Background: an optimization exercise with open tools, aiming at small area and a short achievable clock period. Do not read the settings as production practice.
Where RTL was checked, it was by simulation tests only, not by an equivalence proof against the original.
For runs 4 and 5, only the layout was checked, not whether the RTL still works.
Power and IR drop assume default switching activity.

==> design/flow/design.v <==
`timescale 1ns/1ps
package alu19_pkg;
    localparam int          W       = 19;
    localparam logic [18:0] SMAX    = 19'h3FFFF;
    localparam logic [18:0] SMIN    = 19'h40000;
    localparam logic [18:0] ENC_KEY = 19'h0C6FE;
endpackage
`timescale 1ns/1ps
module alu19_add #(parameter int W = 8, parameter int ARCH = 1) (
    input  logic [W-1:0] x,
    input  logic [W-1:0] y,
    input  logic         ci,
    output logic [W-1:0] s,
    output logic         co
);
    localparam int L = (W >= 16) ? 5 : (W >= 8) ? 4 : (W >= 4) ? 3 : (W >= 2) ? 2 : 1;
    logic [W:0] g [0:L];
    logic [W:0] p [0:L];
    logic [W:0] c;
    logic [W-1:0] px;
    for (genvar i = 0; i < W; i++) begin : g_px
        assign px[i] = x[i] ? ~y[i] : y[i];
    end
    assign g[0] = {x, ci};    
    assign p[0] = {px, 1'b0};
    generate
        if (ARCH == 0) begin : g_rip
            assign c[0] = ci;
            for (genvar i = 0; i < W; i++) begin : g_b
                assign c[i+1] = p[0][i+1] ? c[i] : x[i];
            end
        end else if (ARCH == 3) begin : g_bk
            logic [W:0] bg [0:2*L-1];
            logic [W:0] bp [0:2*L-1];
            assign bg[0] = g[0];
            assign bp[0] = p[0];
            for (genvar l = 0; l < L; l++) begin : g_up
                for (genvar i = 0; i <= W; i++) begin : g_b
                    if ((i + 1) % (2 << l) == 0) begin : g_op
                        assign bg[l+1][i] = bp[l][i] ? bg[l][i - (1 << l)] : bg[l][i];
                        assign bp[l+1][i] = bp[l][i] & bp[l][i - (1 << l)];
                    end else begin : g_pass
                        assign bg[l+1][i] = bg[l][i];
                        assign bp[l+1][i] = bp[l][i];
                    end
                end
            end
            for (genvar m = 0; m < L - 1; m++) begin : g_dn
                localparam int LL = L - 2 - m;
                for (genvar i = 0; i <= W; i++) begin : g_b
                    if ((i + 1) % (2 << LL) == (1 << LL) && i >= (2 << LL)) begin : g_op
                        assign bg[L+m+1][i] = bp[L+m][i] ? bg[L+m][i - (1 << LL)] : bg[L+m][i];
                        assign bp[L+m+1][i] = bp[L+m][i] & bp[L+m][i - (1 << LL)];
                    end else begin : g_pass
                        assign bg[L+m+1][i] = bg[L+m][i];
                        assign bp[L+m+1][i] = bp[L+m][i];
                    end
                end
            end
            assign c = bg[2*L-1];
        end else begin : g_pfx
            for (genvar l = 0; l < L; l++) begin : g_lvl
                for (genvar i = 0; i <= W; i++) begin : g_b
                    if (ARCH == 1) begin : g_skl
                        if ((i >> l) & 1) begin : g_op
                            localparam int J = ((i >> l) << l) - 1;
                            assign g[l+1][i] = p[l][i] ? g[l][J] : g[l][i];
                            assign p[l+1][i] = p[l][i] & p[l][J];
                        end else begin : g_pass
                            assign g[l+1][i] = g[l][i];
                            assign p[l+1][i] = p[l][i];
                        end
                    end else begin : g_ks
                        if (i >= (1 << l)) begin : g_op
                            assign g[l+1][i] = p[l][i] ? g[l][i - (1 << l)] : g[l][i];
                            assign p[l+1][i] = p[l][i] & p[l][i - (1 << l)];
                        end else begin : g_pass
                            assign g[l+1][i] = g[l][i];
                            assign p[l+1][i] = p[l][i];
                        end
                    end
                end
            end
            assign c = g[L];
        end
    endgenerate
    for (genvar i = 0; i < W; i++) begin : g_s
        assign s[i] = c[i] ? ~px[i] : px[i];
    end
    assign co = c[W];
endmodule
module alu19_muldiv #(parameter int ARCH = 3, parameter int RIPW = 4) (
    input  logic        div,   
    input  logic [18:0] ac,    
    input  logic [18:0] a,     
    input  logic [18:0] b,     
    output logic [19:0] p,     
    output logic [18:0] q      
);
    logic        sb, inv, inv18;
    logic [19:0] bs;           
    logic [20:0] hz;           
    assign sb    = b[18];
    assign bs    = {sb, b};
    assign inv   = div & ~sb;
    assign inv18 = div ? ~sb : 1'b1;
    always_comb begin
        hz[20] = 1'b1;
        hz[19] = 1'b1;
        for (int n = 18; n >= 0; n--) hz[n] = hz[n+1] & ~(b[n] ^ sb);
    end
    logic [19:0] acc [0:19];
    assign acc[19] = {1'b0, a & {19{div}}};
    genvar k;
    generate
        for (k = 18; k >= 0; k--) begin : g_row
            localparam int WD = 20 - k;
            logic [WD-1:0] x, t;
            logic          iv, co, sel;
            assign x  = acc[k+1][19:k];
            assign iv = (k == 18) ? inv18 : inv;
            alu19_add #(.W(WD), .ARCH(WD <= RIPW ? 0 : ARCH)) u_add (
                .x(x), .y(bs[WD-1:0] ^ {WD{iv}}), .ci(iv), .s(t), .co(co));
            assign sel  = div ? (hz[WD] & co) : ac[k];
            assign q[k] = sel;
            if (k > 0) begin : g_lo
                assign acc[k] = {sel ? t : x, acc[k+1][k-1:0]};
            end else begin : g_last
                assign acc[k] = sel ? t : x;
            end
        end
    endgenerate
    assign p = acc[0];
endmodule
`timescale 1ns/1ps
module alu_19bit (
    input  logic          clk,
    input  logic          rst_n,
    input  logic [18:0]   AC,
    input  logic [18:0]   DR,
    input  logic          ADD,
    input  logic          SUB,
    input  logic          MUL,
    input  logic          DIV,
    input  logic          AND,
    input  logic          OR,
    input  logic          XOR,
    input  logic          NOT,
    input  logic          INC,
    input  logic          DEC,
    input  logic          FFT,
    input  logic          ENC,
    input  logic          DNC,
    input  logic          TNF,
    output logic [18:0]   ALU_OP,
    output logic          OVF_FLAG
);
    localparam logic [18:0] SMIN    = alu19_pkg::SMIN;
    localparam logic [18:0] ENC_KEY = alu19_pkg::ENC_KEY;
    logic s_add, s_sub, s_mul, s_div, s_and, s_or, s_xor, s_not;
    logic s_inc, s_dec, s_fft, s_enc, s_dnc, s_tnf;
    logic hi4, hi8;
    assign s_add = ADD;
    assign s_sub = ~ADD & SUB;
    assign s_mul = ~ADD & ~SUB & MUL;
    assign s_div = ~ADD & ~SUB & ~MUL & DIV;
    assign hi4   = ~ADD & ~SUB & ~MUL & ~DIV;
    assign s_and = hi4 & AND;
    assign s_or  = hi4 & ~AND & OR;
    assign s_xor = hi4 & ~AND & ~OR & XOR;
    assign s_not = hi4 & ~AND & ~OR & ~XOR & NOT;
    assign hi8   = hi4 & ~AND & ~OR & ~XOR & ~NOT;
    assign s_inc = hi8 & INC;
    assign s_dec = hi8 & ~INC & DEC;
    assign s_fft = hi8 & ~INC & ~DEC & FFT;
    assign s_enc = hi8 & ~INC & ~DEC & ~FFT & ENC;
    assign s_dnc = hi8 & ~INC & ~DEC & ~FFT & ~ENC & DNC;
    assign s_tnf = hi8 & ~INC & ~DEC & ~FFT & ~ENC & ~DNC & TNF;
    logic [18:0] ax, ay, ap, as;
    logic [19:0] ac;
    assign ax    = AC ^ {19{s_tnf | s_not}};
    assign ay    = (DR & {19{s_add | s_sub | s_and | s_or | s_xor}}) ^ {19{s_sub | s_dec}};
    assign ac[0] = s_sub | s_inc | s_tnf;
    for (genvar j = 0; j < 19; j++) begin : g_add
        assign ap[j]   = ax[j] ? ~ay[j] : ay[j];
        assign as[j]   = ac[j] ? ~ap[j] : ap[j];
        assign ac[j+1] = ap[j] ? ac[j] : ax[j];
    end
    logic a_ovf;
    assign a_ovf = (ax[18] == ay[18]) && (as[18] != ax[18]);
    function automatic logic [18:0] por(input logic [18:0] x);
        por = x;
        for (int l = 0; l < 5; l++)
            for (int i = 0; i < 19; i++)
                if ((i >> l) & 1) por[i] = por[i] | por[((i >> l) << l) - 1];
    endfunction
    function automatic logic [18:0] cneg(input logic [18:0] x, input logic s);
        logic [18:0] o;
        o = por(x);
        cneg = x ^ ({o[17:0], 1'b0} & {19{s}});
    endfunction
    logic        sa, sb, sgn;
    logic [18:0] ma, mb;
    assign sa  = AC[18];
    assign sb  = DR[18];
    assign sgn = sa ^ sb;
    assign ma  = cneg(AC, sa);
    assign mb  = cneg(DR, sb);
    logic [19:0] p;
    logic [18:0] qm;
    alu19_muldiv u_md (.div(~MUL), .ac(AC), .a(ma), .b(DR), .p(p), .q(qm));
    logic [19:0] sfx;
    logic        big;
    always_comb begin
        sfx[19] = 1'b0;
        for (int n = 18; n >= 0; n--) sfx[n] = sfx[n+1] | mb[n];
        big = 1'b0;
        for (int i = 1; i < 19; i++) big = big | (ma[i] & sfx[19-i]);
    end
    logic pneg, dz;
    logic mul_ovf, div_ovf;
    assign pneg    = sgn & (|AC) & (|DR);
    assign mul_ovf = big | (pneg ? ~(p[19] & p[18]) : (p[19] | p[18]));
    assign dz      = (DR == '0);
    assign div_ovf = dz | (AC == SMIN && DR == 19'h7FFFF);
    logic [18:0] mr, mo, md_r;
    logic        mneg;
    assign mr   = s_mul ? p[18:0] : qm;
    assign mneg = ~s_mul & sgn & ~dz;
    assign mo   = por({mr[18:1], 1'b0});
    assign md_r = {mr[18:1] ^ ((mo[17:0] | {18{mr[0]}}) & {18{mneg}}), mr[0]};
    function automatic logic [18:0] bitrev(input logic [18:0] x);
        for (int i = 0; i < 19; i++) bitrev[i] = x[18-i];
    endfunction
    logic [18:0] ex;
    assign ex = AC ^ ENC_KEY;
    logic [18:0] next_op;
    logic        next_ovf;
    assign next_op =
          ({19{s_add | s_sub | s_inc | s_dec | s_tnf | s_not}} & as)
        | ({19{s_mul | s_div}} & md_r)
        | ({19{s_and}} & (ax & ~ap))
        | ({19{s_or}}  & (ax | ap))
        | ({19{s_xor}} & ap)
        | ({19{s_fft}} & bitrev(AC))
        | ({19{s_enc}} & ({AC[15:0], AC[18:16]} ^ ENC_KEY))
        | ({19{s_dnc}} & {ex[2:0], ex[18:3]});
    assign next_ovf =
          ((s_add | s_sub | s_inc | s_dec | s_tnf) & a_ovf)
        | (s_mul & mul_ovf)
        | (s_div & div_ovf);
    always_ff @(posedge clk or negedge rst_n) begin
        if (!rst_n) begin
            ALU_OP   <= '0;
            OVF_FLAG <= 1'b0;
        end else begin
            ALU_OP   <= next_op;
            OVF_FLAG <= next_ovf;
        end
    end
endmodule
==> design/flow/flow/run.sh <==
#!/bin/bash
# The standard ORFS layout with two changes:
#  - buffer_ports uses sky130_fd_sc_hd__buf_4 for the port buffers;
#  - the floorplan step's gate sizing aims for a setup margin
#    (flow/pre_floorplan.tcl); later steps keep the default margin.
set -euo pipefail
here=$(pwd)
export BUFFER_PORTS_ARGS="-buffer_cell sky130_fd_sc_hd__buf_4"
export PRE_FLOORPLAN_TCL="$here/flow/pre_floorplan.tcl"
bash standard.sh > flow_make.log 2>&1
==> design/flow/flow/pre_floorplan.tcl <==
# Used only by the floorplan step: its gate sizing (repair_timing with
# unbuffer, sizeup, swap, vt_swap) aims for 24 ns of setup slack.
set ::env(SETUP_SLACK_MARGIN) 24
==> design/flow/standard.sh <==
#!/bin/bash
# synth_recipe.tcl (not shown) runs the flow's synth.tcl, then flattens the netlist and writes it again
# the make line also repeats each setting of config.mk as NAME=value (left out here)
make -C /OpenROAD-flow-scripts/flow DESIGN_CONFIG=/design/flow/config.mk WORK_HOME=/design/flow/orfs CLKGATE_MAP_FILE= SYNTH_SCRIPT=/design/flow/synth_recipe.tcl "${@:-finish}"
==> design/flow/config.mk <==
export PLATFORM = sky130hd
export DESIGN_NAME = alu_19bit
export DESIGN_NICKNAME = alu_19bit
export VERILOG_FILES = /design/flow/design.v
export SDC_FILE = /design/flow/constraint.sdc
export NUM_CORES = 4
export LEC_CHECK = 0
export ABC_AREA = 1
export CAP_MARGIN = 20
export CORE_MARGIN = 2
export CORE_UTILIZATION = 40
export SLEW_MARGIN = 20
==> design/flow/constraint.sdc <==
create_clock -name core_clock -period 50.0 [get_ports {clk}]
set_input_delay 10.0000 -clock core_clock [delete_from_list [all_inputs] [get_ports {clk}]]
set_output_delay 10.0000 -clock core_clock [all_outputs]
set_load 0.01 [all_outputs]
==> results_dict.tcl, run 1 <==
set metrics [dict create \
    dieWidth_um 228 \
    cp_slowest_stage_delay_ns 0.78 \
    gr-total-overflow 0 \
    place.gp.congestion 0.977 \
    start_kind "input port" \
    core-area_um2 49900 \
    cts.sinks 20 \
    synth_top_cell_by_area "nand2_1" \
    synth_nets 3791 \
    synthTopCellsByArea "nand2_1 24%, nand3_1 13%, inv_1 8.0%" \
    syn_area_um2 20000 \
    area_growth_pct 5.34 \
    first_pass_iters 6 \
    yosysMostFrequentCell "nand2_1" \
    tightestPinTransition_ns 0.995 \
    status "no timing/DRC/antenna violations" \
    detail_route.wl_per_cell_um 17.1 \
    drtIter0Drc 1977 \
    syn_inst 3698 \
    ir_drop_mv 0.0220 \
    path_max_fanout 27 \
    crit_path_top_delay_cell "inv_1" \
    numCtsBuffers 3 \
    syn_avg_cell_area_um2 5.42 \
    finalCritPeriodShare_pct 70.9 \
    final-seq-area_um2 500 \
    grtUsageTotal_pct 27.7 \
    holdWs_ns 9.62 \
    drive_above_1_share_pct 19.7 \
    crit_top_cell "nand2_1" \
    seq_area_frac_synth_pct 2.50 \
    rows 82 \
    grt_setup_unrepaired "false" \
    dieHeight_um 228 \
    n_fill_cell 5652 \
    cts_tree "built" \
    layout_min_cycle_time_ns 35.45 \
    finalHoldViolations 0 \
    start_util_pct 40.2 \
    slew_viol_final 0 \
    endpoint "ALU_OP[16]" \
    clockBufferDepth 2 \
    clock.fmax_mhz 28.2 \
    port_buffers 73 \
    clk_pin_slew_ns 0.06 \
    hp-class "in -> async" \
    synthTopCellsByCount "1265 x nand2_1, 523 x nand3_1, 425 x inv_1" \
    synth_cell_types 71 \
    synth_seq_cells 20 \
    arrival_ns 35.55 \
    startpoint "MUL" \
    multi_input_area_um2 17100 \
    dp.cells 4362 \
    drc_errors 0 \
    cts_setup_buffers 0 \
    worstPathRequired_ns 50.10 \
    wl_um 74700 \
    p_per_area_nw_per_um2 41.5 \
    grt_pass1_vias 21200 \
    setup_tns_ns 0 \
    dp_hpwl_um 59300 \
    slew_headroom_pct 33.6 \
    synth_ff_type "dfrtp_1" \
    synth_top_area_share_pct 23.7 \
    boundaryPins 74 \
    grt_pass1_wl_um 117000 \
    synthArstFlopShare_pct 100 \
    cts_resized 0 \
    synth-edff-count 0 \
    ctsHoldBuffers 0 \
    layout.nets 3788 \
    clockRootBuffer "clkbuf_16" \
    grt_max_degree 57 \
    cts.htree.levels 1 \
    p_leak_nw 12.0 \
    num_vias 23200 \
    die-area_um2 51900 \
    ant_nets 0 \
    crit_type "in -> reg" \
    fin_total_pwr_mw 0.877 \
    viasPerCell 5.32 \
    yosys_warnings 92 \
    cap_viol_max_count 0 \
    setup_viol 0 \
    instances_no_fill 4367 \
    fin_util_pct 42.4 \
    worst_setup_path_end_kind "flip-flop" \
    grt_antenna_before_repair 2 \
]
-- metrics by stage --
step	setup WS, ns	cell area, um2
after global placement	14.93	21000
after detailed placement	14.62	21000
after floorplan	20.07	20600
final	14.55	21100
after global routing	11.53	21100
after CTS	14.82	21100
-- where the power goes --
| part | total, mW | internal, mW | switching, mW |
|---|---|---|---|
| Clock | 0.0221 | 0.0159 | 0.00618 |
| Combinational | 0.832 | 0.275 | 0.557 |
| Sequential | 0.0229 | 0.0211 | 0.00175 |
-- worst min path at each step --
stage | to | slack [ns] | cells after the start
after floorplan | ALU_OP[0] | 9.70 | 0
after global placement | ALU_OP[6] | 9.90 | 1
after detailed placement | ALU_OP[6] | 9.90 | 1
after CTS | ALU_OP[6] | 9.63 | 1
after global routing | ALU_OP[6] | 9.64 | 1
final | ALU_OP[6] | 9.62 | 1
-- registers in the layout, indices dropped and copies added, names as in the netlist --
| register | count |
|---|---|
| ALU_OP | 19 |
| OVF_FLAG | 1 |
-- final cells by class --
| cell class | instances | share of cell area (%) |
|---|---|---|
| Antenna cell | 1 | 0.0118 |
| Clock buffer | 3 | 0.355 |
| Clock inverter | 1 | 0.142 |
| Inverter | 475 | 8.56 |
| Multi-Input combinational cell | 3095 | 81.0 |
| Sequential cell | 20 | 2.37 |
| Tap cell | 672 | 3.98 |
| Timing Repair Buffer | 100 | 3.55 |
-- cell families (layout without fill, tap and decap cells) --
| kind of cell | Yosys count | count (layout) | synth area share [%] |
|---|---|---|---|
| compound gates | 343 | 343 | 11.2 |
| xor+xnor | 199 | 199 | 8.73 |
| fa+ha+maj | 39 | 39 | 2.43 |
| buf+inv | 583 | 579 | 14.9 |
| flops | 20 | 20 | 2.50 |
| other cells | 0 | 1 | 0 |
| simple gates | 2514 | 2514 | 60.2 |
-- worst max-delay path: cells and delay by family --
kind,cells,cell delay (ns)
compound gates,10,2.08
buf+inv,10,1.70
fa+ha+maj,1,0.18
simple gates,202,21.50
-- per-layer routing --
layer  track usage (%)  vias to the layer above  part of all wire (%)
met5                 0                        -                     0
met4              8.37                        0                   3.4
met3              2.36                      130                   7.4
met1              38.6                    10500                    45
met2              45.2                      812                    44
li1                  -                    11800                     -
-- cells in the final DEF, fill, tap and decap left out, types with 42 or more instances in the layout --
cell      instances
a21oi_1          78
buf_4           100
inv_1           423
nand2_1        1212
nand2_2         290
nand2_4          61
nand3_1         481
nand3_2          89
nand3b_1         42
nor2_1          181
nor2_2           61
o21ai_0          68
xor2_1          158
==> run 2, diff against run 1 <==
==> design/flow/flow/run.sh (replaced) <==
#!/bin/bash
# The standard ORFS layout with two changes:
#  - synthesis maps with flow/abc.script (the area script without its buffering and upsizing) in place of
#    ORFS's abc_area.script; everything else in synthesis is synth_recipe.tcl;
#  - buffer_ports uses sky130_fd_sc_hd__buf_4 for the port buffers.
set -euo pipefail
here=$(pwd)
export BUFFER_PORTS_ARGS="-buffer_cell sky130_fd_sc_hd__buf_4"
{
  echo "proc abc {args} {"
  echo "  set i [lsearch -exact \$args -script]"
  echo "  if { \$i >= 0 } { lset args [expr {\$i + 1}] $here/flow/abc.script }"
  echo "  yosys abc {*}\$args"
  echo "}"
  cat synth_recipe.tcl
} > own_synth.tcl
sed "s|SYNTH_SCRIPT=[^ ]*|SYNTH_SCRIPT=$here/own_synth.tcl|" standard.sh > own_standard.sh
grep -q "SYNTH_SCRIPT=$here/own_synth.tcl" own_standard.sh
bash own_standard.sh > flow_make.log 2>&1
==> design/flow/flow/abc.script (new file) <==
strash
dch
map -B 0.9
topo
stime -c
dnsize -c
removed: design/flow/flow/pre_floorplan.tcl
==> results_dict.tcl, run 2 <==
set metrics [dict create \
    dieHeight_um 211 \
    syn_avg_cell_area_um2 4.77 \
    syn_inst 3590 \
    cp_slowest_stage_delay_ns 0.62 \
    dp.cells 4230 \
    die-area_um2 44500 \
    regMostFlops "ALU_OP" \
    final_cell_mix "1570 x nand2_1, 571 x nand3_1, 475 x clkinv_1, 245 x nor2_1, 158 x xor2_1" \
    clk_pin_slew_ns 0.05 \
    drive_above_1_share_pct 3.84 \
    place.gp.congestion 0.977 \
    p_per_area_nw_per_um2 40.8 \
    cts.sinks 20 \
    pwr-share-clk_pct 2.8 \
    cts_setup_buffers 0 \
    clockRootBuffer "clkbuf_16" \
    synth_top_cell_by_area "nand2_1" \
    detail_route.wl_per_cell_um 16.6 \
    area_growth_pct 9.14 \
    drtIter0Drc 2134 \
    layout_min_cycle_time_ns 45.01 \
    path_max_fanout 27 \
    tightestPinTransition_ns 1.11 \
    crit_path_top_delay_cell "nand2_1" \
    finalCritPeriodShare_pct 90.0 \
    dp_hpwl_um 55700 \
    synth_nets 3683 \
    seq_area_frac_synth_pct 2.92 \
    first_pass_iters 9 \
    clockBufferDepth 2 \
    dieWidth_um 211 \
    cts_resized 0 \
    synth_seq_cells 20 \
    instances_no_fill 4236 \
    layout.nets 3789 \
    synthTopCellsByCount "1572 x nand2_1, 571 x nand3_1, 475 x clkinv_1" \
    boundaryPins 74 \
    core-area_um2 42100 \
    ir_drop_mv 0.0227 \
    wl_um 70300 \
    rows 75 \
    arrival_ns 45.14 \
    crit_cells 223 \
    setup_viol 0 \
    start_kind "input port" \
    start_util_pct 40.7 \
    crit_type "in -> reg" \
    path_delay_family "simple AND/OR/NAND/NOR gates" \
    p_leak_nw 9.64 \
    num_vias 23000 \
    hp-class "in -> async" \
    grt_max_degree 66 \
    port_buffers 73 \
    gr-total-overflow 0 \
    final_common_cell "nand2_1" \
    status "no timing/DRC/antenna violations" \
    sw_frac_of_total_pct 64.3 \
    syn_area_um2 17100 \
    worstPathRequired_ns 50.13 \
    grt_pass1_vias 20700 \
    numCtsBuffers 3 \
    pwr-share-seq_pct 2.9 \
    viasPerCell 5.42 \
    worst_setup_path_end_kind "flip-flop" \
    slew_viol_final 0 \
    largest_reg_flops 19 \
    synth_cell_types 36 \
    cts.htree.levels 1 \
    n_fill_cell 4888 \
    grtUsageTotal_pct 31.2 \
    largestRegisters "ALU_OP (19), OVF_FLAG (1)" \
    holdWs_ns 9.62 \
    drc_errors 0 \
    synth_top_area_share_pct 34.4 \
    worst-path-buf-inv 16 \
    internal_power_mw 0.272 \
    synthTopCellsByArea "nand2_1 34%, nand3_1 17%, clkinv_1 10%" \
    cts_tree "built" \
    clock.fmax_mhz 22.2 \
    ctsHoldBuffers 0 \
    finalHoldViolations 0 \
    synth-edff-count 0 \
    yosysMostFrequentCell "nand2_1" \
    grt_antenna_before_repair 2 \
    crit_top_cell "nand2_1" \
    slew_headroom_pct 26.2 \
    cap_viol_max_count 0 \
    ant_nets 0 \
    synth_ff_type "dfrtp_1" \
    yosys_warnings 92 \
    power.switching_mw 0.491 \
    synthArstFlopShare_pct 100 \
    power_frac_comb_pct 94.2 \
    grt_pass1_wl_um 111000 \
]
run 2: cell types whose count changed after synthesis, sizes merged:
| cell | before | now |
|---|---|---|
| clkinv | 16 | 475 |
| buf | 47 | 0 |
| clkbuf | 61 | 0 |
| inv | 459 | 0 |
run 2: per-stage QoR:
stage | worst slack (ns) | TNS [ns] | area [um2] | total power, mW | util (%)
6_report | 4.99 | 0 | 18700 | 0.763 | 44.4
5_1_grt | -0.000281 | -0.000281 | 18700 | 0.863 | 44.4
4_1_cts | 5.06 | 0 | 18700 | 0.752 | 44.4
3_5_place_dp | 4.89 | 0 | 18600 | 0.728 | 44.1
3_3_place_gp | 5.58 | 0 | 18600 | 0.731 | 44.1
2_1_floorplan | 10.96 | 0 | 17100 | 0.566 | -
run 2: layout make-up:
cell class	instances	area (um2)	area share (%)
inverters	475	1780	9.53
clock buffers	3	75.1	0.401
diodes	2	5.00	0.0268
multi-input cells	3095	14900	79.5
clock inverters	1	30.0	0.161
repair buffers	101	758	4.05
well taps	539	674	3.61
flip-flops and latches	20	500	2.68
run 2: path summary, 6_finish.rpt:
kind                        start    endpoint  slack, ns
min in group core_clock       DIV    OVF_FLAG      10.10
max in group asynchronous   rst_n  ALU_OP[12]      40.18
hold / removal              rst_n   ALU_OP[0]       9.62
setup / recovery           DR[18]  ALU_OP[14]       4.99
run 2: cell families (layout without fill, tap and decap cells):
family,Yosys count,after routing,share of synthesized area (%)
simple gates,2514,2514,61.3
buf+inv,475,580,10.4
compound gates,343,343,12.3
xor+xnor,199,199,10.2
fa+ha+maj,39,39,2.85
flops,20,20,2.92
other cells,0,2,0
run 2: routing by layer:
metal	vias up	share of wire (%)	track usage [%]	routed length, um
met1	10100	44	41.1	30700
met2	864	43	50.3	29900
met4	0	4.7	13.1	3290
met3	181	9.2	5.31	6450
met5	-	0	0	0
li1	11800	-	-	-
run 2: power groups by stage:
stage          Combinational, mW  Clock (mW)  Sequential (mW)
6_report                   0.719      0.0216           0.0225
5_1_grt                    0.817      0.0225           0.0230
4_1_cts                    0.708      0.0219           0.0226
3_5_place_dp               0.705           0           0.0229
3_3_place_gp               0.708           0           0.0229
2_1_floorplan              0.540           0           0.0254
==> run 3, diff against run 2 <==
--- a/design/flow/flow/run.sh
+++ b/design/flow/flow/run.sh
@@ -1,5 +1,5 @@
 #!/bin/bash
 # The standard ORFS layout with two changes:
-#  - synthesis maps with flow/abc.script (the area script without its buffering and upsizing) in place of
+#  - synthesis maps with flow/abc.script (the area script without its buffering step) in place of
 #    ORFS's abc_area.script; everything else in synthesis is synth_recipe.tcl;
 #  - buffer_ports uses sky130_fd_sc_hd__buf_4 for the port buffers.
==> design/flow/flow/abc.script (replaced) <==
strash
dch
map -B 0.9
topo
stime -c
upsize -c
dnsize -c
==> results_dict.tcl, run 3 <==
set metrics [dict create \
    status "no timing/DRC/antenna violations" \
    place.gp.congestion 0.979 \
    ir_drop_mv 0.0174 \
    finalCritPeriodShare_pct 71.9 \
    layout_min_cycle_time_ns 35.95 \
    yosysMostFrequentCell "nand2_1" \
    worst_setup_path_end_kind "flip-flop" \
    finalHoldViolations 0 \
    cap_viol_max_count 0 \
    fin_util_pct 44.0 \
    seq_area_frac_synth_pct 2.64 \
    drtIter0Drc 1813 \
    cts.sinks 20 \
    cts.htree.levels 1 \
    yosys_warnings 92 \
    path_max_fanout 25 \
    drc_errors 0 \
    arrival_ns 36.05 \
    num_vias 23100 \
    hp-class "in -> async" \
    holdWs_ns 9.62 \
    grt_pass1_vias 20700 \
    cp_slowest_stage_delay_ns 0.54 \
    synth_nets 3683 \
    syn_area_um2 19000 \
    clk_pin_slew_ns 0.05 \
    rows 79 \
    grtUsageTotal_pct 28.3 \
    slew_headroom_pct 27.1 \
    synth-edff-count 0 \
    final_common_cell "nand2_1" \
    first_pass_iters 8 \
    cts_tree "built" \
    area_growth_pct 8.34 \
    start_util_pct 40.6 \
    crit_path_top_delay_cell "a21boi_1" \
    clockBufferDepth 2 \
    synth_cell_types 64 \
    port_buffers 73 \
    synth_top_cell_by_area "nand2_1" \
    synthTopCellsByCount "1235 x nand2_1, 530 x nand3_1, 345 x clkinv_1" \
    syn_avg_cell_area_um2 5.29 \
    grt_max_degree 55 \
    cts_resized 0 \
    synth_seq_cells 20 \
    viasPerCell 5.37 \
    detail_route.wl_per_cell_um 16.7 \
    slew_viol_final 0 \
    crit_top_cell "nand2_1" \
    synthArstFlopShare_pct 100 \
    drive_above_1_share_pct 17.5 \
    tightestPinTransition_ns 1.09 \
    worstPathRequired_ns 50.10 \
    grt_antenna_before_repair 2 \
    dp.cells 4291 \
    grt_pass1_wl_um 113000 \
    boundaryPins 74 \
    dp_hpwl_um 57400 \
    p_per_area_nw_per_um2 41.8 \
    synth_ff_type "dfrtp_1" \
    largest_reg_flops 19 \
    layout.nets 3782 \
    cts_setup_buffers 0 \
    ant_nets 0 \
    placed_area_um2 20500 \
    fin_area_um2 20600 \
    largestRegisters "ALU_OP (19), OVF_FLAG (1)" \
    numCtsBuffers 3 \
    crit_type "in -> reg" \
    regMostFlops "ALU_OP" \
    start_kind "input port" \
    wl_um 71900 \
    synth_top_area_share_pct 24.4 \
    syn_inst 3590 \
    worst-path-buf-inv 10 \
    setup_tns_ns 0 \
    gr-total-overflow 0 \
    final_cell_mix "1235 x nand2_1, 530 x nand3_1, 345 x clkinv_1, 282 x nand2_2, 193 x nor2_1" \
    die-area_um2 49200 \
    p_leak_nw 10.5 \
    clock.fmax_mhz 27.8 \
    ctsHoldBuffers 0 \
    grt_setup_unrepaired "false" \
    clockRootBuffer "clkbuf_16" \
    synthTopCellsByArea "nand2_1 24%, nand3_1 14%, nand2_2 9.3%" \
    core-area_um2 46800 \
    dieHeight_um 222 \
    path_delay_family "simple AND/OR/NAND/NOR gates" \
    setup_viol 0 \
    instances_no_fill 4297 \
    dieWidth_um 222 \
]
[run 3: cell types whose count changed in the layout (fill, tap and decap cells not counted), sizes merged]
cell,previous run,this run
clkinv,475,350
inv,0,122
buf,101,94
bufinv,1,4
[run 3: cell families after synthesis]
kind of cell             Yosys count  synth area share, %
AO/OA/AOI/OAI                    343                 11.6
AND/OR/NAND/NOR                 2514                 64.1
adder cells (fa/ha/maj)           39                 2.57
buffers and inverters            475                 9.82
XOR/XNOR                         199                 9.28
flip-flops                        20                 2.64
[run 3: stage by stage]
step	power [mW]	setup slack, ns
2_1_floorplan	0.659	18.78
3_3_place_gp	0.829	14.55
3_5_place_dp	0.828	14.19
4_1_cts	0.852	14.41
5_1_grt	0.962	11.03
6_report	0.861	14.05
[run 3: layer usage]
metal	vias up	track usage (%)	share of wire [%]
li1	11800	-	-
met2	808	45.5	43
met4	0	8.83	3.2
met1	10300	39.3	45
met5	-	0	0
met3	122	3.49	8.6
[run 3: report_power, final]
group          internal, mW  total, mW  switching, mW
logic                 0.269      0.817          0.547
clock network        0.0159     0.0215        0.00560
registers            0.0211     0.0226        0.00146
[run 3: path summary, 6_finish.rpt]
kind | cells past startpoint | slack, ns | startpoint | to
worst max-delay path | 220 | 14.05 | AC[0] | ALU_OP[16]
worst min-delay path | 1 | 9.62 | rst_n | ALU_OP[8]
max in group asynchronous | 1 | 40.18 | rst_n | ALU_OP[5]
min in group core_clock | 3 | 10.18 | AC[5] | ALU_OP[8]
[run 3: layout make-up]
cell class	instances	area (um2)
Antenna cell	2	5.00
Clock buffer	3	75.1
Clock inverter	1	30.0
Fill cell	5252	26200
Inverter	475	1860
Multi-Input combinational cell	3095	16600
Sequential cell	20	500
Tap cell	607	759
Timing Repair Buffer	94	706
==> run 4, diff against run 3 <==
--- a/design/flow/design.v
+++ b/design/flow/design.v
@@ -98,11 +98,11 @@
     output logic [18:0] q      
 );
-    logic        sb, inv, inv18;
-    logic [19:0] bs;           
+    logic        sb, iv18;
+    logic [19:0] bs, bn;       
     logic [20:0] hz;           
-    assign sb    = b[18];
-    assign bs    = {sb, b};
-    assign inv   = div & ~sb;
-    assign inv18 = div ? ~sb : 1'b1;
+    assign sb   = b[18];
+    assign bs   = {sb, b};
+    assign bn   = bs ^ {20{~sb}};
+    assign iv18 = div ? ~sb : sb;
     always_comb begin
         hz[20] = 1'b1;
@@ -116,10 +116,16 @@
         for (k = 18; k >= 0; k--) begin : g_row
             localparam int WD = 20 - k;
-            logic [WD-1:0] x, t;
-            logic          iv, co, sel;
-            assign x  = acc[k+1][19:k];
-            assign iv = (k == 18) ? inv18 : inv;
+            logic [WD-1:0] x, y, t;
+            logic          ci, co, sel;
+            assign x = acc[k+1][19:k];
+            if (k == 18) begin : g_top
+                assign y  = bs[WD-1:0] ^ {WD{iv18}};
+                assign ci = iv18;
+            end else begin : g_rest
+                assign y  = bn[WD-1:0];
+                assign ci = ~sb;
+            end
             alu19_add #(.W(WD), .ARCH(WD <= RIPW ? 0 : ARCH)) u_add (
-                .x(x), .y(bs[WD-1:0] ^ {WD{iv}}), .ci(iv), .s(t), .co(co));
+                .x(x), .y(y), .ci(ci), .s(t), .co(co));
             assign sel  = div ? (hz[WD] & co) : ac[k];
             assign q[k] = sel;
@@ -218,16 +224,18 @@
         for (int i = 1; i < 19; i++) big = big | (ma[i] & sfx[19-i]);
     end
-    logic pneg, dz;
-    logic mul_ovf, div_ovf;
-    assign pneg    = sgn & (|AC) & (|DR);
-    assign mul_ovf = big | (pneg ? ~(p[19] & p[18]) : (p[19] | p[18]));
-    assign dz      = (DR == '0);
-    assign div_ovf = dz | (AC == SMIN && DR == 19'h7FFFF);
+    logic        dz;
     logic [18:0] mr, mo, md_r;
     logic        mneg;
+    assign dz   = (DR == '0);
     assign mr   = s_mul ? p[18:0] : qm;
-    assign mneg = ~s_mul & sgn & ~dz;
+    assign mneg = s_mul ? ~sb : (sgn & ~dz);
     assign mo   = por({mr[18:1], 1'b0});
     assign md_r = {mr[18:1] ^ ((mo[17:0] | {18{mr[0]}}) & {18{mneg}}), mr[0]};
+    logic r19, pneg;
+    logic mul_ovf, div_ovf;
+    assign r19     = p[19] ^ (~sb & (|p[18:0]));
+    assign pneg    = sgn & (|AC) & (|DR);
+    assign mul_ovf = big | (pneg ? ~(r19 & md_r[18]) : (r19 | md_r[18]));
+    assign div_ovf = dz | (AC == SMIN && DR == 19'h7FFFF);
     function automatic logic [18:0] bitrev(input logic [18:0] x);
         for (int i = 0; i < 19; i++) bitrev[i] = x[18-i];
==> design/flow/flow/run.sh (replaced) <==
#!/bin/bash
# The standard ORFS layout, with sky130_fd_sc_hd__buf_4 as the port buffers
# that buffer_ports puts on every input and output.
set -euo pipefail
export BUFFER_PORTS_ARGS="-buffer_cell sky130_fd_sc_hd__buf_4"
bash standard.sh > flow_make.log 2>&1
removed: design/flow/flow/abc.script
==> results_dict.tcl, run 4 <==
set metrics [dict create \
    cts.sinks 20 \
    drc_errors 0 \
    area_growth_pct 2.34 \
    fin_util_pct 41.5 \
    arrival_ns 38.27 \
    worstPathRequired_ns 50.13 \
    seq_area_frac_synth_pct 2.34 \
    setup_viol 0 \
    p_leak_nw 12.1 \
    clockBufferDepth 2 \
    synth-edff-count 0 \
    n_fill_cell 5787 \
    cap_viol_max_count 0 \
    port_buffers 73 \
    finalHoldViolations 0 \
    synth_cell_types 80 \
    p_per_area_nw_per_um2 46.0 \
    tightestPinTransition_ns 1.01 \
    startpoint "AC[0]" \
    start_kind "input port" \
    worst_setup_path_end_kind "flip-flop" \
    syn_inst 3558 \
    final_common_cell "nand2_1" \
    antenna_cells 0 \
    ant_nets 0 \
    dieHeight_um 235 \
    yosys_warnings 92 \
    grt_max_degree 46 \
    synth_seq_cells 20 \
    placed_area_um2 21800 \
    synthTopCellsByArea "nand2_1 18%, nand3_1 10%, nand2_2 8.9%" \
    final-seq-area_um2 500 \
    start_util_pct 40.6 \
    synthTopCellsByCount "1037 x nand2_1, 442 x nand3_1, 359 x inv_1" \
    drive_above_1_share_pct 25.5 \
    rows 84 \
    viasPerCell 5.29 \
    ctsHoldBuffers 0 \
    place.gp.congestion 0.967 \
    fin_area_um2 21900 \
    clk_pin_slew_ns 0.06 \
    syn_area_um2 21400 \
    core-area_um2 52700 \
    synthArstFlopShare_pct 100 \
    clockRootBuffer "clkbuf_16" \
    cts_tree "built" \
    boundaryPins 74 \
    wl_um 74000 \
    drtIter0Drc 1987 \
    fin_total_pwr_mw 1.01 \
    first_pass_iters 5 \
    dieWidth_um 235 \
    syn_avg_cell_area_um2 6.01 \
    crit_type "in -> reg" \
    cts.htree.levels 1 \
    largest_reg_flops 19 \
    numCtsBuffers 3 \
    ir_drop_mv 0.0218 \
    largestRegisters "ALU_OP (19), OVF_FLAG (1)" \
    grt_pass1_wl_um 115000 \
    slew_headroom_pct 31.0 \
    gr-total-overflow 0 \
    crit_path_top_delay_cell "clkinv_1" \
    synth_ff_type "dfrtp_1" \
    layout_min_cycle_time_ns 38.14 \
    multi_input_area_um2 17700 \
    cts_resized 0 \
    yosysMostFrequentCell "nand2_1" \
    synth_top_area_share_pct 18.2 \
    grt_antenna_before_repair 0 \
    num_vias 22500 \
    crit_top_cell "nand2_2" \
    grt_setup_unrepaired "false" \
    grt_pass1_vias 20400 \
    path_max_fanout 27 \
    clock.fmax_mhz 26.2 \
    synth_nets 3653 \
    synth_top_cell_by_area "nand2_1" \
    hp-class "in -> async" \
    status "no timing/DRC/antenna violations" \
    die-area_um2 55300 \
    setup_tns_ns 0 \
    grtUsageTotal_pct 25.8 \
    regMostFlops "ALU_OP" \
    slew_viol_final 0 \
    layout.nets 3659 \
    holdWs_ns 9.62 \
    finalCritPeriodShare_pct 76.3 \
    final_cell_mix "1037 x nand2_1, 442 x nand3_1, 359 x inv_1, 305 x nand2_2, 169 x nor2_1" \
    detail_route.wl_per_cell_um 17.4 \
    cp_slowest_stage_delay_ns 0.45 \
    dp_hpwl_um 58400 \
    endpoint "OVF_FLAG" \
    cts_setup_buffers 0 \
]
[run 4: kinds of logic after synthesis]
family,synth area share [%]
xor gates and xnor gates,9.30
DFF,2.34
and+or+nand+nor,60.1
AOI/OAI and AO/OA,10.8
adders and majority gates,2.40
buffers and inverters,15.0
[run 4: through the flow]
stage / cells / setup slack [ns]
after floorplan: 3558 / 17.45
after global placement: 4247 / 12.12
after detailed placement: 4247 / 11.81
after CTS: 4251 / 12.02
after global routing: 4251 / 8.73
final: 4251 / 11.86
[run 4: worst min-delay path by stage]
stage	start	end	slack (ns)
final	rst_n	ALU_OP[2]	9.62
after global routing	rst_n	ALU_OP[6]	9.63
after CTS	rst_n	ALU_OP[6]	9.63
after detailed placement	rst_n	ALU_OP[12]	9.89
after global placement	rst_n	ALU_OP[14]	9.89
after floorplan	rst_n	ALU_OP[0]	9.70
[run 4: final cells by class]
type / instances / area share, %
repair buffers: 102 / 3.50
well taps: 688 / 3.94
multi-input cells: 2975 / 80.9
flip-flops and latches: 20 / 2.29
clock buffers: 4 / 0.406
inverters: 462 / 8.92
[run 4: metal layers]
layer	up-vias	wire, um	track usage, %
met3	154	5120	2.23
met2	798	32500	42.6
met5	-	0	0
met1	10100	33200	35.3
met4	0	3210	8.84
li1	11400	-	-
[run 4: power by group]
| part | total (mW) | switching [mW] | internal [mW] | leakage, nW |
|---|---|---|---|---|
| logic | 0.967 | 0.647 | 0.320 | 11.8 |
| clock network | 0.0177 | 0.00556 | 0.0122 | 0.0442 |
| registers | 0.0225 | 0.00159 | 0.0209 | 0.236 |
| total | 1.01 | 0.654 | 0.353 | 12.1 |
[run 4: worst max-delay path: cells and delay by family]
kind	cells	cell delay, ns
buffers and inverters	17	2.19
AND/OR/NAND/NOR	217	23.44
adder cells (fa/ha/maj)	2	0.34
AO/OA/AOI/OAI	11	1.99
XOR/XNOR	1	0.14
==> run 5, diff against run 4 <==
==> design/flow/run.sh (new file) <==
#!/bin/bash
# synth_recipe.tcl (not shown) runs the flow's synth.tcl, then flattens the netlist and writes it again
# the make line also repeats each setting of config.mk as NAME=value (left out here)
make -C /OpenROAD-flow-scripts/flow DESIGN_CONFIG=/design/flow/config.mk WORK_HOME=/design/flow/orfs CLKGATE_MAP_FILE= SYNTH_SCRIPT=/design/flow/synth_recipe.tcl finish
removed: design/flow/flow/run.sh
removed: design/flow/standard.sh
==> results_dict.tcl, run 5 <==
set metrics [dict create \
    crit_path_top_delay_cell "clkdlybuf4s50_1" \
    slew_viol_final 0 \
    synth_seq_cells 20 \
    tightestPinTransition_ns 1.06 \
    cts_setup_buffers 0 \
    layout.nets 3662 \
    final_common_cell "nand2_1" \
    dieHeight_um 235 \
    cts_tree "built" \
    yosys_warnings 92 \
    worst_setup_path_end_kind "flip-flop" \
    synthTopCellsByArea "nand2_1 18%, nand3_1 10%, nand2_2 8.9%" \
    crit_type "in -> reg" \
    layout_min_cycle_time_ns 38.53 \
    ir_drop_mv 0.0248 \
    fin_area_um2 22100 \
    final_cell_mix "1037 x nand2_1, 442 x nand3_1, 359 x inv_1, 305 x nand2_2, 169 x nor2_1" \
    synth_cell_types 80 \
    arrival_ns 38.64 \
    die-area_um2 55300 \
    drc_errors 0 \
    core-area_um2 52700 \
    holdWs_ns 10.24 \
    start_kind "input port" \
    fin_total_pwr_mw 1.01 \
    multi_input_area_um2 17700 \
    synth_nets 3653 \
    dp_slack_ns 11.51 \
    synth_top_area_share_pct 18.2 \
    p_per_area_nw_per_um2 45.8 \
    ctsHoldBuffers 0 \
    rows 84 \
    drive_above_1_share_pct 23.6 \
    internal_power_mw 0.356 \
    boundaryPins 74 \
    dp.cells 4250 \
    power_frac_comb_pct 96.1 \
    numCtsBuffers 3 \
    cts.sinks 20 \
    grt_max_degree 36 \
    cap_viol_max_count 0 \
    synth-edff-count 0 \
    setup_slack_ns 11.47 \
    slew_headroom_pct 28.4 \
    first_pass_iters 5 \
    setup_tns_ns 0 \
    clock.fmax_mhz 26.0 \
    fin_util_pct 41.9 \
    synthTopCellsByCount "1037 x nand2_1, 442 x nand3_1, 359 x inv_1" \
    pwr-share-clk_pct 1.8 \
    met2_usage_pct 43.0 \
    num_vias 22300 \
    start_util_pct 40.6 \
    viasPerCell 5.25 \
    gr-total-overflow 0 \
    finalHoldViolations 0 \
    cts_resized 0 \
    instances_no_fill 4254 \
    cp_slowest_stage_delay_ns 0.68 \
    sw_frac_of_total_pct 64.7 \
    synth_top_cell_by_area "nand2_1" \
    drtIter0Drc 1815 \
    place.gp.congestion 0.965 \
    port_buffers 73 \
    syn_area_um2 21400 \
    clockRootBuffer "clkbuf_16" \
    grt_antenna_before_repair 1 \
    hp-class "in -> async" \
    finalCritPeriodShare_pct 77.1 \
    grt_pass1_vias 20600 \
    largest_reg_flops 19 \
    dieWidth_um 235 \
    syn_inst 3558 \
    detail_route.wl_per_cell_um 17.5 \
    dp_hpwl_um 58600 \
    wl_um 74400 \
    clockBufferDepth 2 \
    crit_top_cell "nand2_2" \
    met3_usage_pct 2.17 \
    ant_nets 0 \
    pwr-share-seq_pct 2.2 \
    yosysMostFrequentCell "nand2_1" \
    seq_area_frac_synth_pct 2.34 \
    grt_pass1_wl_um 116000 \
    antenna_cells 0 \
    syn_avg_cell_area_um2 6.01 \
    power.switching_mw 0.654 \
    grtUsageTotal_pct 26.1 \
    path_max_fanout 27 \
    regMostFlops "ALU_OP" \
    cts.htree.levels 1 \
    n_fill_cell 5721 \
    final-seq-area_um2 500 \
    p_leak_nw 12.1 \
    clk_pin_slew_ns 0.05 \
    worstPathRequired_ns 50.11 \
    synth_ff_type "dfrtp_1" \
    grt_setup_unrepaired "false" \
    placed_area_um2 22000 \
    largestRegisters "ALU_OP (19), OVF_FLAG (1)" \
    grt_use_met1_pct 35.2 \
    grt_most_used_layer "met2" \
    setup_viol 0 \
    status "no timing/DRC/antenna violations" \
    synthArstFlopShare_pct 100 \
    area_growth_pct 3.26 \
]
-- run 5: cell counts after synthesis --
Identical to the previous run, type by type.
-- run 5: logic make-up (layout without fill, tap and decap cells) --
group	Yosys count	in the layout	synth area share (%)
xor gates and xnor gates	208	208	9.30
buffers and inverters	563	571	15.0
DFF	20	20	2.34
AOI/OAI and AO/OA	339	339	10.8
adders and majority gates	41	41	2.40
and+or+nand+nor	2387	2387	60.1
-- run 5: layout make-up --
class                   count  share of cell area (%)
flip-flops and latches     20                    2.27
well taps                 688                    3.90
repair buffers            105                    4.35
clock buffers               4                   0.403
inverters                 462                    8.84
multi-input cells        2975                    80.2
-- run 5: power groups by stage --
stage,clock [mW],combinational [mW],sequential (mW)
finish,0.0178,0.970,0.0220
detailed placement,0,0.957,0.0224
global placement,0,0.961,0.0224
CTS,0.0181,0.962,0.0222
floorplan,0,0.781,0.0250
global route,0.0192,1.08,0.0226
-- run 5: worst max-delay path: cells and delay by family --
family | cells | cell delay (ns)
AOI/OAI and AO/OA | 9 | 1.64
adders and majority gates | 2 | 0.34
buffers and inverters | 15 | 2.79
and+or+nand+nor | 216 | 23.72
-- run 5: path summary, 6_finish.rpt --
| path | to | start | slack, ns |
|---|---|---|---|
| min in group core_clock | ALU_OP[18] | MUL | 10.67 |
| max | ALU_OP[17] | AC[1] | 11.47 |
| max in group asynchronous | ALU_OP[14] | rst_n | 39.24 |
| min | ALU_OP[6] | rst_n | 10.24 |
-- run 5: metal layers --
layer  part of all wire [%]  wire, um  vias up
li1                       -         -    11400
met2                     44     32900      764
met1                     45     33300    10000
met3                    6.5      4820      156
met4                    4.6      3410        0
met5                      0         0        -

## afterwards: timing with drivers on the ports
No port has a modelled driver above. Below, the same layouts with a new extraction and two added sets of constraints.
Step 1 (the two cells are an assumption about what drives the block):
set clk [get_ports {clk}]
set_driving_cell -lib_cell sky130_fd_sc_hd__clkbuf_16 $clk
set_driving_cell -lib_cell sky130_fd_sc_hd__buf_2 [delete_from_list [all_inputs] $clk]
Step 2 moves the port delays by t, midway between the first and last clock arrival at a register: inputs arrive t later, outputs are due t later. That takes back most of the time a late clock gives input paths.
Slacks: no drivers / after step 1 / after step 2; pairs: no drivers / after step 1.
| run | t, ns | slack for setup (ns) | worst setup path after step 2 | pins driven straight from the clock port |
|---|---|---|---|---|
| run 1 | 0.280 | 14.551 / 14.558 / 14.278 | input to register | 1 |
| run 2 | 0.276 | 4.990 / 4.995 / 4.719 | input to register | 1 |
| run 3 | 0.274 | 14.050 / 14.050 / 13.776 | input to register | 1 |
| run 4 | 0.270 | 11.859 / 11.861 / 11.592 | input to register | 1 |
| run 5 | 0.279 | 11.475 / 11.481 / 11.202 | input to register | 1 |
After both steps every run listed still meets setup and hold. The setup slack of run 3, which loses most, moves by 0.000 ns with the drivers and by -0.274 ns with both steps.
